Context: an optimization exercise on an open-source flow, tuned for small area and few clock cycles. The choices shown serve that exercise and are no tape-out recipe.
Where RTL was checked, it was by simulation tests only, not by an equivalence proof against the original.
No activity file was given, so power comes from the tool's default toggle rates.

## JK
// vlc_device_association_fsm
module vlc_device_association_fsm (
    input  wire logic         i_clk,
    input  wire logic         i_rst_n,
    input  wire logic         i_in_valid,
    output wire logic         i_in_ready,
    input  wire logic [178:0] i_in_data,
    output wire logic         o_out_valid,
    input  wire logic         o_out_ready,
    output wire logic [174:0] o_out_data,
    input  wire logic         i_cfg_we,
    input  wire logic [1:0]   i_cfg_idx,
    input  wire logic [23:0]  i_cfg_data
);
For scale: ~1,000 cells after synthesis, about 250 flip-flops, ~390 I/O pins, about 11,000 µm² of cells after synthesis.
==> flow/config.mk <==
export PLATFORM = sky130hd
export DESIGN_NAME = vlc_device_association_fsm
export DESIGN_NICKNAME = vlc_device_association_fsm
export VERILOG_FILES = /design/flow/design.v
export SDC_FILE = /design/flow/constraint.sdc
export NUM_CORES = 4
export LEC_CHECK = 0
export CAP_MARGIN = 20
export CORE_MARGIN = 2
export CORE_UTILIZATION = 40
export CTS_BUF_LIST = sky130_fd_sc_hd__clkbuf_4
export CTS_CLUSTER_SIZE = 30
export SLEW_MARGIN = 20
==> flow/constraint.sdc <==
create_clock -name core_clock -period 6.0 [get_ports {i_clk}]
set_input_delay 1.2000 -clock core_clock [delete_from_list [all_inputs] [get_ports {i_clk}]]
set_output_delay 1.2000 -clock core_clock [all_outputs]
set_load 0.01 [all_outputs]
standard.sh (not shown) runs the stock make flow with config.mk's settings and CLKGATE_MAP_FILE= SYNTH_SCRIPT=/design/flow/synth_recipe.tcl, a recipe that flattens the netlist after the stock synthesis.
==> flow/flow/run.sh <==
#!/bin/bash
set -euo pipefail
export BUFFER_PORTS_ARGS="-buffer_cell sky130_fd_sc_hd__buf_1"
bash standard.sh > standard.log 2>&1
Testbench counts of JK, summed over its fixed seeds: cycles 28,281.
The following lists how MS was set up differently from JK:
# JK
export LEC_CHECK = 0
export CAP_MARGIN = 20
export CORE_MARGIN = 2
export CORE_UTILIZATION = 40
export CTS_BUF_LIST = sky130_fd_sc_hd__clkbuf_4
export CTS_CLUSTER_SIZE = 30
export SLEW_MARGIN = 20
create_clock -name core_clock -period 6.0 [get_ports {i_clk}]
# MS
export LEC_CHECK = 0
export CAP_MARGIN = 20
export CORE_MARGIN = 2
export CORE_UTILIZATION = 40
export SLEW_MARGIN = 20
create_clock -name core_clock -period 6.0 [get_ports {i_clk}]
==> flow/run.sh (new file) <==
#!/bin/bash
# synth_recipe.tcl (not shown) runs the flow's synth.tcl, then flattens the netlist and writes it again
# the make line also repeats each setting of config.mk as NAME=value (left out here)
make -C /OpenROAD-flow-scripts/flow DESIGN_CONFIG=/design/flow/config.mk WORK_HOME=/design/flow/orfs CLKGATE_MAP_FILE= SYNTH_SCRIPT=/design/flow/synth_recipe.tcl finish
removed: flow/flow/run.sh
removed: flow/standard.sh
==> comparison <==
- The most frequent standard cell in the layout excluding fill and tap cells comes out clkdlybuf4s50_1 in one run and buf_1 in the other, namely in MS and JK respectively.
- Against JK as the reference, MS delivers a higher worst-margin pin slew.
- MS ended with less fraction of layout cells with a size suffix above 1 than JK.
- | area added between synthesis and finish | MS vs JK | 23 points higher |
- From JK to MS the numbers moved as follows: fraction of met1 tracks used by global routing up 2.6 points; number of cells in the finished layout apart from fillers has decreased; net count reported at finish down about 2.6%; total global-route track usage moved up.
Modified inputs, AL compared to MS
==> flow/flow/run.sh (new file) <==
#!/bin/bash
set -euo pipefail
export BUFFER_PORTS_ARGS="-buffer_cell sky130_fd_sc_hd__buf_1"
export CTS_ARGS="-sink_clustering_enable -repair_clock_nets -dont_use_dummy_load"
bash standard.sh > standard.log 2>&1
==> flow/standard.sh (new file) <==
#!/bin/bash
# synth_recipe.tcl (not shown) runs the flow's synth.tcl, then flattens the netlist and writes it again
# the make line also repeats each setting of config.mk as NAME=value (left out here)
make -C /OpenROAD-flow-scripts/flow DESIGN_CONFIG=/design/flow/config.mk WORK_HOME=/design/flow/orfs CLKGATE_MAP_FILE= SYNTH_SCRIPT=/design/flow/synth_recipe.tcl "${@:-finish}"
removed: flow/run.sh
### Flow results
AL completed end to end with timing, DRC and antenna clean. AL reports its worst setup path startpoint as i_in_data[178] while MS reports i_in_data[176]. Diff MS..AL | count of distinct cell types in the synthesized netlist | unchanged. In the flow results for MS and AL, the clock network contribution to total cell area is smaller on AL. MS ended up with o_out_data[110] as its critical path endpoint; AL ended up with o_out_data[108]. Changes observed in AL relative to MS: share of the cycle needed by the critical path after routing went down 5.5 points; final critical-path required period shows a reduction of 0.33 ns; layout buffer count excluding clock buffers went down about 0.5%. On global-route wire length before repair: between MS and AL, it ends up lower for AL. Compare MS and AL | transition at the pin with the smallest max-transition slack lower: AL.
The inputs of TR differ from those of AL as listed below.
--- a/flow/flow/run.sh
+++ b/flow/flow/run.sh
@@ -4 +3,0 @@
-export CTS_ARGS="-sink_clustering_enable -repair_clock_nets -dont_use_dummy_load"
Notes after the runs:
The register fraction of the total cell area in TR sits 0.61 points below the value recorded for AL.
Compared with AL, TR shows a detailed-routed wire length on met2 that is about 0.6% higher.
Against AL, cell-internal power in TR rose by a few percent.
Core area came out exactly the same in AL and TR.
In the flow results for AL and TR, the via count of the first global-routing pass is smaller on AL.
Changes observed in TR relative to AL: total chip power has increased, maximum frequency went down, setup slack decreased 0.031 ns, core utilization rose by 0.76 points, cell area after layout now sits higher.

* * *

== branch fjord ==
vlc_device_association_fsm, a different RTL version from the one above (not shown whole).
Size: ~1000 cells after synthesis, roughly 390 I/O pins, about 11000 sq um of cells after synthesis.
Settings: LEC_CHECK=0, CAP_MARGIN=20, CORE_MARGIN=2, CORE_UTILIZATION=40, SLEW_MARGIN=20; clock period 6.0 ns.
==> flow/flow/run.sh <==
#!/bin/bash
set -euo pipefail
export BUFFER_PORTS_ARGS="-buffer_cell sky130_fd_sc_hd__buf_1"
export CTS_ARGS="-sink_clustering_enable -repair_clock_nets -dont_use_dummy_load -buf_list sky130_fd_sc_hd__clkbuf_16 -root_buf sky130_fd_sc_hd__clkbuf_16 -sink_clustering_size 30 -sink_clustering_max_diameter 100"
bash standard.sh > standard.log 2>&1
Both conditions hold for branch fjord: the flow ran to the end and the final layout passed the timing, design-rule and antenna checks.
diff inputs: branch fjord => branch zinc
==> flow/flow/run.sh <==
#!/bin/bash
set -euo pipefail
export BUFFER_PORTS_ARGS="-buffer_cell sky130_fd_sc_hd__buf_1"
export CTS_ARGS="-sink_clustering_enable -repair_clock_nets -dont_use_dummy_load -buf_list sky130_fd_sc_hd__clkbuf_8 -root_buf sky130_fd_sc_hd__clkbuf_8 -sink_clustering_size 16 -sink_clustering_max_diameter 60"
bash standard.sh > standard.log 2>&1
Findings:
branch zinc: PASS, flow complete, no timing, DRC or antenna violations
branch fjord finished every step from synthesis to the final layout, and the layout passed the timing, design-rule and antenna checks.
As far as register-to-register slack is concerned, branch zinc and branch fjord perform about the same.
Final hold slack (higher): branch fjord
Between branch fjord and branch zinc, the total negative slack for setup checks does not differ in any meaningful way.
Function was not checked in any run of this note: the RTL went through the layout flow alone.

port drivers added, routing unchanged:
The flow's constraints put no driver on any port. The routed layouts listed below were extracted and timed again, unchanged, in two steps. Step 1 sets driving cells, clkbuf_16 on the clock port and buf_2 on the other inputs (assumed; they add their load-dependent delay and slew). Step 2 times the ports against the registers' clock, not the clock port: input delays grow and output delays shrink by t, the midpoint of the rising clock arrivals with the driver on. Three values: ideal, step 1, step 2; two values: the first two.
| run | t, ns | setup slack, ns | hold WS [ns] | latest minus earliest clock arrival (ns) |
|---|---|---|---|---|
| JK | 0.671 | 0.643 / 0.599 / 0.720 | 0.463 / 0.463 / 0.463 | 0.051 / 0.051 |
| MS | 0.582 | 0.425 / 0.377 / 0.377 | 0.457 / 0.457 / 0.457 | 0.016 / 0.016 |
| AL | 0.560 | 0.756 / 0.716 / 0.716 | 0.462 / 0.462 / 0.462 | 0.059 / 0.059 |
| TR | 0.589 | 0.725 / 0.677 / 0.705 | 0.462 / 0.462 / 0.462 | 0.010 / 0.010 |
| branch fjord | 0.510 | 0.618 / 0.534 / 0.534 | 0.468 / 0.468 / 0.468 | 0.031 / 0.030 |
| branch zinc | 0.577 | 0.610 / 0.525 / 0.525 | 0.459 / 0.459 / 0.459 | 0.057 / 0.057 |
After both steps every run listed still meets setup and hold. For branch zinc, which loses most, drivers alone change the setup slack by -0.085 ns; drivers and shift together by -0.085 ns.
